From an optimization exercise on the open Yosys and OpenROAD flow, aimed at small area, a short achievable clock period and few clock cycles; shortcuts taken in it are not production practice. Only simulation tests tie the RTL to the original design; equivalence was not proved.

==> flow/design.v (excerpt) <==
module mandel_render_top #(
    parameter int IMG_W = 8,
    parameter int IMG_H = 6
) (
    input  logic                                 clk,
    input  logic                                 reset,
    input  logic                                 cfg_sen,
    input  logic                                 cfg_sclk,
    input  logic                                 cfg_sdata,
    output logic                                 pixel_valid,
    output logic [mandel_fixed_pkg::PIX_WIDTH-1:0] pixel_count,
    output logic                                 frame_done,
    output logic                                 busy
);
    mandel_cfg_pkg::cfg_t cfg;
    logic start;
    serial_config_rx u_rx (
        .clk       (clk),
        .reset     (reset),
        .cfg_sen   (cfg_sen),
        .cfg_sclk  (cfg_sclk),
        .cfg_sdata (cfg_sdata),
        .cfg       (cfg),
        .start     (start)
    );
    mandel_engine u_engine (
        .clk         (clk),
        .reset       (reset),
        .cfg         (cfg),
        .start       (start),
        .pixel_valid (pixel_valid),
        .pixel_count (pixel_count),
        .frame_done  (frame_done),
        .busy        (busy)
    );
  ...
Size in the first run: about 1,300 cells after synthesis, about 14,000 sq um of cells after synthesis.
export LEC_CHECK = 0
export ABC_AREA = 1
export CAP_MARGIN = 20
export CORE_MARGIN = 2
export CORE_UTILIZATION = 40
export CTS_CLUSTER_DIAMETER = 150
export CTS_CLUSTER_SIZE = 20
export GPL_ROUTABILITY_DRIVEN = 0
export SLEW_MARGIN = 20
create_clock -name core_clock -period 9.0 [get_ports {clk}]
standard.sh (not shown) runs the stock make flow with config.mk's settings and CLKGATE_MAP_FILE= SYNTH_SCRIPT=/design/flow/synth_recipe.tcl, a recipe that flattens the netlist after the stock synthesis.
==> flow/flow/run.sh <==
#!/bin/bash
set -euo pipefail
R="$PWD/orfs/results/$FLOW_PLATFORM/mandel_render_top/base"
bash standard.sh "$R/1_2_yosys.v" > synth_make.log 2>&1
cp "$R/1_2_yosys.v" yosys_netlist_before_polarity.v
python3 flow/polarity.py "$R/1_2_yosys.v" > polarity.log 2>&1
bash standard.sh finish SETUP_SLACK_MARGIN=6.0 > layout_make.log 2>&1
Other scripts of this flow, unchanged in this note and not shown: flow/flow/polarity.py
Testbench counts at the start, summed over its fixed seeds: cycles 220,512.
Change:
Settings changed: CAP_MARGIN 20 to 10, GPL_ROUTABILITY_DRIVEN 0 to default, SLEW_MARGIN 20 to 10.
The changed run passed the timing, design-rule and antenna checks.
Setup slack improves by 8.8 ps.
Hold slack gets better by 3.1 ps.
Routed wire length went up by 3.7%.
Change:
--- a/flow/flow/run.sh
+++ b/flow/flow/run.sh
@@ -7 +7 @@
-bash standard.sh finish SETUP_SLACK_MARGIN=6.0 > layout_make.log 2>&1
+bash standard.sh finish SETUP_SLACK_MARGIN=6.15 > layout_make.log 2>&1
Settings changed: CAP_MARGIN 10 to 20, SLEW_MARGIN 10 to 20.
=>
- The changed run completed without violations
- utilization is higher by 1.8 points
- wire length is higher by 0.79%
- sequential share of layout area is lower by 1.1 points
- sequential cell count does not change
- worst setup slack gains 65 ps
- final area is higher by 3.9%
- final cell count is higher by 1.8%
- die area does not change
Change:
--- a/flow/flow/run.sh
+++ b/flow/flow/run.sh
@@ -7 +7 @@
-bash standard.sh finish SETUP_SLACK_MARGIN=6.15 > layout_make.log 2>&1
+bash standard.sh finish SETUP_SLACK_MARGIN=6.0 > layout_make.log 2>&1
Settings changed: CTS_CLUSTER_DIAMETER 150 to 175, CTS_CLUSTER_SIZE 20 to 25.
The new run produced a clean layout; via count falls by about 2%; register-to-register slack got worse by 80 ps; cell area shrinks by 4.4%; die area stays the same; clock skew went up by 9.8 ps; routed wire length falls by 3.5%; utilization went down by 2.1 points.

---

run A:
Another version of the RTL of mandel_render_top (not shown whole).
Size in the first run: about 14000 um2 of cells after synthesis.
export LEC_CHECK = 0
export CAP_MARGIN = 20
export CORE_MARGIN = 2
export CORE_UTILIZATION = 40
export SLEW_MARGIN = 20
create_clock -name core_clock -period 9.0 [get_ports {clk}]
==> flow/flow/run.sh <==
#!/bin/bash
set -euo pipefail
R="$PWD/orfs/results/$FLOW_PLATFORM/mandel_render_top/base"
bash standard.sh "$R/1_2_yosys.v" > synth_make.log 2>&1
cp "$R/1_2_yosys.v" yosys_netlist_before_polarity.v
python3 flow/polarity.py "$R/1_2_yosys.v" > polarity.log 2>&1
bash standard.sh finish SETUP_SLACK_MARGIN=6.0 > layout_make.log 2>&1
Other scripts of this flow, unchanged in this note and not shown: flow/flow/polarity.py
Testbench counts of run A, summed over its fixed seeds: cycles 220,512.
## Diff of input files: run B against run A
- PLACE_DENSITY now 0.75, previously not set
- CORE_UTILIZATION now 65, was 40
==> comparison <==
Run B finished all stages; the layout is clean. Between run A and run B, non-clock buffer area fraction after layout is higher for run A, run B comes in under that. Wire length on met1, run A and run B, higher one = run A. In the metrics for run A and run B, the one carrying the lower area of the core is run B. Run A → run B: final cell count decreased by about 11% relative to the old numbers; overall die height decreased by 40 um relative to the old numbers; proportion of cell area occupied by registers increased by 0.67 points relative to the old numbers.
Setup changes, run B to run C
- CTS_BUF_LIST: unset -> sky130_fd_sc_hd__clkbuf_4 sky130_fd_sc_hd__clkbuf_8
- CORE_UTILIZATION: 65 -> 40
- PLACE_DENSITY: 0.75 -> unset
==> comparison <==
- The run with more setup slack is run C; run B has less.
- Placed cell count (lower): run B
- Run C -> run B: maximum buffer depth of the clock tree delta 0, exact match
- Of run C and run B, the run reporting the higher number of standard cells in the layout, taps in and fillers out was run C.
- Of run C and run B, it is run C that has the higher reg2reg setup slack.
- Compared with run B, last weighted congestion value of the routability-driven placer in run C decreased by a little under 10%.
- Run C: full flow OK, the timing, design-rule and antenna checks passed
- Final-layout non-clock buffer area share was higher in the run labelled run C.
--- input diff run C..run D ---
- CTS_BUF_LIST: sky130_fd_sc_hd__clkbuf_4 sky130_fd_sc_hd__clkbuf_8 -> unset
-- flow/flow/run.sh --
<<< run C, line 6
python3 flow/polarity.py "$R/1_2_yosys.v" > polarity.log 2>&1
bash standard.sh finish SETUP_SLACK_MARGIN=6.0 > layout_make.log 2>&1
>>> run D, line 6
python3 flow/polarity.py "$R/1_2_yosys.v" > polarity.log 2>&1
bash standard.sh finish SETUP_SLACK_MARGIN=6.3 "BUFFER_PORTS_ARGS=-buffer_cell sky130_fd_sc_hd__buf_4" > layout_make.log 2>&1
Notes after the runs:
- Run C did not stop at any stage, and its layout met the timing, design-rule and antenna checks.
- Run D: full flow OK, the timing, design-rule and antenna checks passed
- Total number of multi-input combinational cells across run C and run D: no real change.
- Run D gives more highest fanout seen on the critical path than run C did.
- NOTE non-clock buffer total of the final layout run C->run D increased by more than half

==> afterwards: timing with drivers on the ports <==
No port has a modelled driver above. Below, the same layouts with a new extraction and two added sets of constraints.
Step 1: set_driving_cell puts a clkbuf_16 on clk and a buf_2 on each other input, an assumption about the parent block.
Step 2 also shifts input and output timing later by t, the mid clock arrival at the registers, as if the neighbouring blocks saw the same clock.
Three values: no drivers, after step 1, after step 2; two values: the first two.
run | t (ns) | slack for setup (ns) | hold WS [ns] | worst register clock-pin slew, ns | worst slew at a driven data input, ns
the first run of note 1 | 0.544 | 6.073 / 6.054 / 6.073 | 0.326 / 0.326 / 0.326 | 0.10 / 0.10 | 0.03
the second run of note 1 | 0.524 | 6.081 / 6.078 / 6.081 | 0.329 / 0.329 / 0.329 | 0.09 / 0.09 | 0.03
the third run of note 1 | 0.528 | 6.147 / 6.136 / 6.147 | 0.321 / 0.321 / 0.321 | 0.10 / 0.10 | 0.03
the fourth run of note 1 | 0.532 | 6.068 / 6.068 / 6.068 | 0.330 / 0.330 / 0.330 | 0.11 / 0.11 | 0.03
run A | 0.578 | 6.044 / 6.030 / 6.044 | 0.322 / 0.322 / 0.322 | 0.07 / 0.07 | 0.04
run B | 0.577 | 5.978 / 5.978 / 5.978 | 0.320 / 0.320 / 0.320 | 0.06 / 0.06 | 0.03
run C | 0.582 | 6.048 / 6.014 / 6.048 | 0.325 / 0.325 / 0.325 | 0.06 / 0.06 | 0.04
run D | 0.589 | 6.045 / 6.045 / 6.045 | 0.326 / 0.326 / 0.326 | 0.07 / 0.07 | 0.03
After both steps every run listed still meets setup and hold.
